From an optimization exercise on the open Yosys and OpenROAD flow, aimed at small area and a short achievable clock period; shortcuts taken in it are not production practice. RTL that was checked went through simulation tests only; none was proved equivalent to the original.

// aes_round_top
module aes_round_top (
  input  wire          clk,
  input  wire          rst,
  input  wire          in_valid,
  input  wire [256:0]  in_data,
  output wire          out_valid,
  output wire [127:0]  out_state
);
  localparam int SBOX_CYCLES = 2;
  reg  [SBOX_CYCLES:0] valid_pipe;
  wire [127:0]         shifted;
  always @(posedge clk) begin
    if (rst) begin
      valid_pipe <= '0;
    end else begin
      valid_pipe <= {valid_pipe[SBOX_CYCLES-1:0], in_valid};
    end
  end
  assign out_valid = valid_pipe[SBOX_CYCLES];
  reg [128*SBOX_CYCLES-1:0] key_pipe;
  wire [127:0]              round_key;
  always @(posedge clk) begin
    key_pipe[127:0] <= in_data[128:1] & {128{~in_data[0]}};
  end
  if (SBOX_CYCLES > 1) begin : g_key
    always @(posedge clk) begin
      key_pipe[128*SBOX_CYCLES-1:128] <= key_pipe[128*SBOX_CYCLES-129:0];
    end
  end
  assign round_key = key_pipe[128*SBOX_CYCLES-1 -: 128];
  aes_sub_shift_stage u_sub_shift (
    .clk      (clk),
    .in_state (in_data[256:129]),
    .shifted  (shifted)
  );
  aes_mix_key_stage u_mix_key (
    .clk       (clk),
    .shifted   (shifted),
    .round_key (round_key),
    .out_state (out_state)
  );
endmodule
Size: roughly 4,500 cells after synthesis.
export LEC_CHECK = 0
export CAP_MARGIN = 20
export CORE_MARGIN = 2
export CORE_UTILIZATION = 50
export CTS_BUF_LIST = sky130_fd_sc_hd__clkbuf_16
export CTS_CLUSTER_DIAMETER = 70
export CTS_CLUSTER_SIZE = 24
export PLACE_DENSITY = 0.65
export SLEW_MARGIN = 20
create_clock -name core_clock -period 5.0 [get_ports {clk}]
standard.sh (not shown) runs the stock make flow with config.mk's settings and CLKGATE_MAP_FILE= SYNTH_SCRIPT=/design/flow/synth_recipe.tcl, a recipe that flattens the netlist after the stock synthesis.
==> flow/flow/run.sh <==
#!/bin/bash
# Own layout flow: the standard layout (standard.sh) with two changes.
#  1. Synthesis maps the logic with flow/abc.script (area-recovering mapping
#     that keeps the XOR structure of the s-boxes) in place of ORFS's ABC
#     speed script. Everything else in synthesis is the standard one
#     (synth_recipe.tcl on a copy of ORFS's scripts folder), so registers keep
#     their standard names and cells.
#  2. Ports are buffered with sky130_fd_sc_hd__buf_1 instead of the default
#     delay-cell buffer.
# Each tool's output goes to a log of its own in this folder (synth.log,
# layout.log) and ORFS's per-step logs under orfs/logs/.
set -euo pipefail
W=$PWD
rm -rf "$W/scripts_abc"
cp -r "$FLOW_HOME/scripts" "$W/scripts_abc"
cp "$W/flow/abc.script" "$W/scripts_abc/abc_speed.script"
bash "$W/standard.sh" synth SCRIPTS_DIR="$W/scripts_abc" > "$W/synth.log" 2>&1
bash "$W/standard.sh" finish "BUFFER_PORTS_ARGS=-buffer_cell sky130_fd_sc_hd__buf_1" > "$W/layout.log" 2>&1
==> flow/flow/abc.script <==
strash
dch -f
map -a
topo
buffer -c
upsize -c
dnsize -c
Edit:
Settings changed: CORE_UTILIZATION 50 to 65, CTS_BUF_LIST sky130_fd_sc_hd__clkbuf_16 to sky130_fd_sc_hd__clkbuf_8, CTS_CLUSTER_DIAMETER 70 to 60, CTS_CLUSTER_SIZE 24 to 16, PLACE_DENSITY 0.65 to 0.75.
Result:
- routed wire length goes down by about 2.2%
- global-route usage goes up by 5.3 points
- clock-buffer cell count goes up by 21
- worst hold slack is about the same
- cell area goes down by 1.9%
- non-clock buffer count goes down by 1
- setup slack improves by 0.048 ns
- via count goes up by 2.0%
Edit:
Settings changed: CORE_UTILIZATION 65 to 50, CTS_CLUSTER_DIAMETER 60 to not set, CTS_CLUSTER_SIZE 16 to not set, PLACE_DENSITY 0.75 to 0.65, SETUP_SLACK_MARGIN set to 2.8.
Setup slack gains 0.029 ns.
Routed wire length rose by 8.2%.
Non-clock buffer count grows by 9.
Die area is higher by 30%.
Edit:
==> flow/flow/abc.script (replaced) <==
&get -n
&st
&dch -f
&nf -a -R 1000
&put
buffer -c
upsize -c
dnsize -c
Settings changed: CTS_CLUSTER_DIAMETER set to 60, CTS_CLUSTER_SIZE set to 16, SETUP_SLACK_MARGIN 2.8 to not set.
=>
- area after synthesis decreases by 4.0%
- first-iteration DRC count decreases by 32%
- routed wire length decreases by 10%
- global-route usage decreases by 1.4 points
- non-clock buffer count decreases by 6
- via count decreases by 15%
- hold slack stays flat


Another version of the RTL of aes_round_top (not shown whole).
Size in the first run: ~390 I/O pins, ~0.045 mm^2 of cells after synthesis.
clock: 5.0 ns
lec_check: 0
cap_margin: 20
core_margin: 2
core_utilization: 30
place_density: 0.45
slew_margin: 20
==> flow/flow/abc.script <==
strash
dch -f
map -a
topo
buffer -c
upsize -c
dnsize -c
Scripts as last shown in full above: flow/flow/run.sh
Then changed:
==> flow/run.sh (new file) <==
#!/bin/bash
# synth_recipe.tcl (not shown) runs the flow's synth.tcl, then flattens the netlist and writes it again
# the make line also repeats each setting of config.mk as NAME=value (left out here)
make -C /OpenROAD-flow-scripts/flow DESIGN_CONFIG=/design/flow/config.mk WORK_HOME=/design/flow/orfs CLKGATE_MAP_FILE= SYNTH_SCRIPT=/design/flow/synth_recipe.tcl finish
removed: flow/flow/run.sh
removed: flow/flow/abc.script
removed: flow/standard.sh
What happened: Area after synthesis increases by 19%. Count of clock-buffer cells in the layout grows by 4. Worst setup slack gets worse by 0.28 ns. Cell area went up by 21%. Via count goes up by 37%. Final cell count climbs by 14%. Sequential share of layout area drops by 6.9 points. Utilization rises by 0.52 points.
Function was not checked in any run of this note: the RTL went through the layout flow alone.


Setup of JK:
RTL: one of the versions met above, not the one the previous note started from.
Size in the first run: roughly 1000 flip-flops, about 390 I/O pins.
Settings: LEC_CHECK=0, CAP_MARGIN=20, CORE_MARGIN=2, CORE_UTILIZATION=30, PLACE_DENSITY=0.45, SLEW_MARGIN=20; clock period 5.0 ns.
==> flow/flow/run.sh <==
#!/bin/bash
# Own layout flow: the standard layout (standard.sh) with two changes.
#  1. Synthesis maps the logic with flow/abc.script (area-recovering mapping
#     that keeps the XOR structure of the s-boxes) in place of ORFS's ABC
#     speed script. Everything else in synthesis is the standard one
#     (synth_recipe.tcl on a copy of ORFS's scripts folder), so registers keep
#     their standard names and cells.
#  2. Ports are buffered with sky130_fd_sc_hd__buf_1 instead of the default
#     delay-cell buffer.
# Each tool's output goes to a log of its own in this folder (synth.log,
# layout.log) and ORFS's per-step logs under orfs/logs/.
set -euo pipefail
W=$PWD
rm -rf "$W/scripts_abc"
cp -r "$FLOW_HOME/scripts" "$W/scripts_abc"
cp "$W/flow/abc.script" "$W/scripts_abc/abc_speed.script"
bash "$W/standard.sh" synth SCRIPTS_DIR="$W/scripts_abc" > "$W/synth.log" 2>&1
bash "$W/standard.sh" finish "BUFFER_PORTS_ARGS=-buffer_cell sky130_fd_sc_hd__buf_1" > "$W/layout.log" 2>&1
==> flow/flow/abc.script <==
strash
dch -f
map -a
topo
buffer -c
upsize -c
dnsize -c
### JK -> MS
Settings: an added CTS_CLUSTER_DIAMETER of 60; an added CTS_CLUSTER_SIZE of 16; a change of CORE_UTILIZATION from 30 to 50; a change of PLACE_DENSITY from 0.45 to 0.65; an added CTS_BUF_LIST of sky130_fd_sc_hd__clkbuf_8.
Results
Reported for JK and MS, synthesized instance count turned out identical to the last digit.
Compared with JK, in MS non-clock buffer count lost about 1.8%; critical path depth picked up an extra 5.
Post-layout utilization of the core (lower): JK
MS drops fewer vias than JK.
Of the two values seen for capturing instance or port of the critical path, u_mix_key.out_state[59] was produced by JK and u_sub_shift.g_col[0].g_row[1].u_sbox.M21_q1 by MS.
| area share of buffers outside the clock network | JK vs MS | ≈ equal |
Mean routed wirelength per cell is higher on JK
Relative to JK, first-pass GRT wire length has decreased by about 13% in MS.
Achievable frequency ended up 39 MHz higher on MS than on JK.
The inputs of AL differ from those of MS as listed below.
Settings: CTS_CLUSTER_DIAMETER removed (was 60); CTS_CLUSTER_SIZE removed (was 16).
==> comparison <==
In the tables for AL and MS, clock period minus final worst setup slack reads lower with MS. Against MS, AL reports a critical path depth that is lower. AL ends up with a hold slack that is 0.0090 ns higher than in MS. A cell with the biggest individual delay on the critical path of ha_1 is what MS shows, while dfxtp_1 belongs to AL.

[separate check: timing with driven ports]
No port has a modelled driver above. Below, the same layouts with a new extraction and two added sets of constraints. Step 1: set_driving_cell puts a clkbuf_16 on clk and a buf_2 on each other input, an assumption about the parent block. Step 2 adds t to the input delays and takes it off the output delays; t is the mean of the earliest and latest rising clock arrival at the registers after step 1. Input paths then give back, and output paths get back, about the clock's delay inside the block. Three values: ideal ports, drivers, drivers and shift; two values: the first two.
run | t (ns) | slack for setup (ns) | worst hold slack (ns) | clock arrival spread, ns | worst slew at a driven data input, ns
the first run of note 1 | 0.681 | 2.624 / 2.634 / 1.953 | 0.323 / 0.323 / 0.323 | 0.025 / 0.025 | 0.21
the second run of note 1 | 0.740 | 2.672 / 2.670 / 1.959 | 0.324 / 0.324 / 0.324 | 0.032 / 0.031 | 0.10
the third run of note 1 | 0.875 | 2.701 / 2.635 / 2.116 | 0.316 / 0.316 / 0.316 | 0.033 / 0.033 | 0.15
the fourth run of note 1 | 0.734 | 2.556 / 2.556 / 1.884 | 0.318 / 0.318 / 0.318 | 0.032 / 0.032 | 0.11
the first run of note 2 | 0.782 | 2.392 / 2.392 / 1.908 | 0.299 / 0.299 / 0.299 | 0.050 / 0.050 | 0.11
the second run of note 2 | 0.831 | 2.116 / 2.172 / 1.341 | 0.315 / 0.315 / 0.315 | 0.034 / 0.033 | 0.18
JK | 0.779 | 2.457 / 2.457 / 1.965 | 0.315 / 0.315 / 0.315 | 0.034 / 0.034 | 0.23
MS | 0.744 | 2.689 / 2.635 / 1.946 | 0.290 / 0.290 / 0.290 | 0.040 / 0.040 | 0.18
AL | 0.841 | 2.602 / 2.541 / 1.930 | 0.299 / 0.299 / 0.299 | 0.040 / 0.040 | 0.20
After both steps setup and hold are still met in every run listed. For the second run of note 2, which loses most, drivers alone change the setup slack by +0.056 ns; drivers and shift together by -0.775 ns.
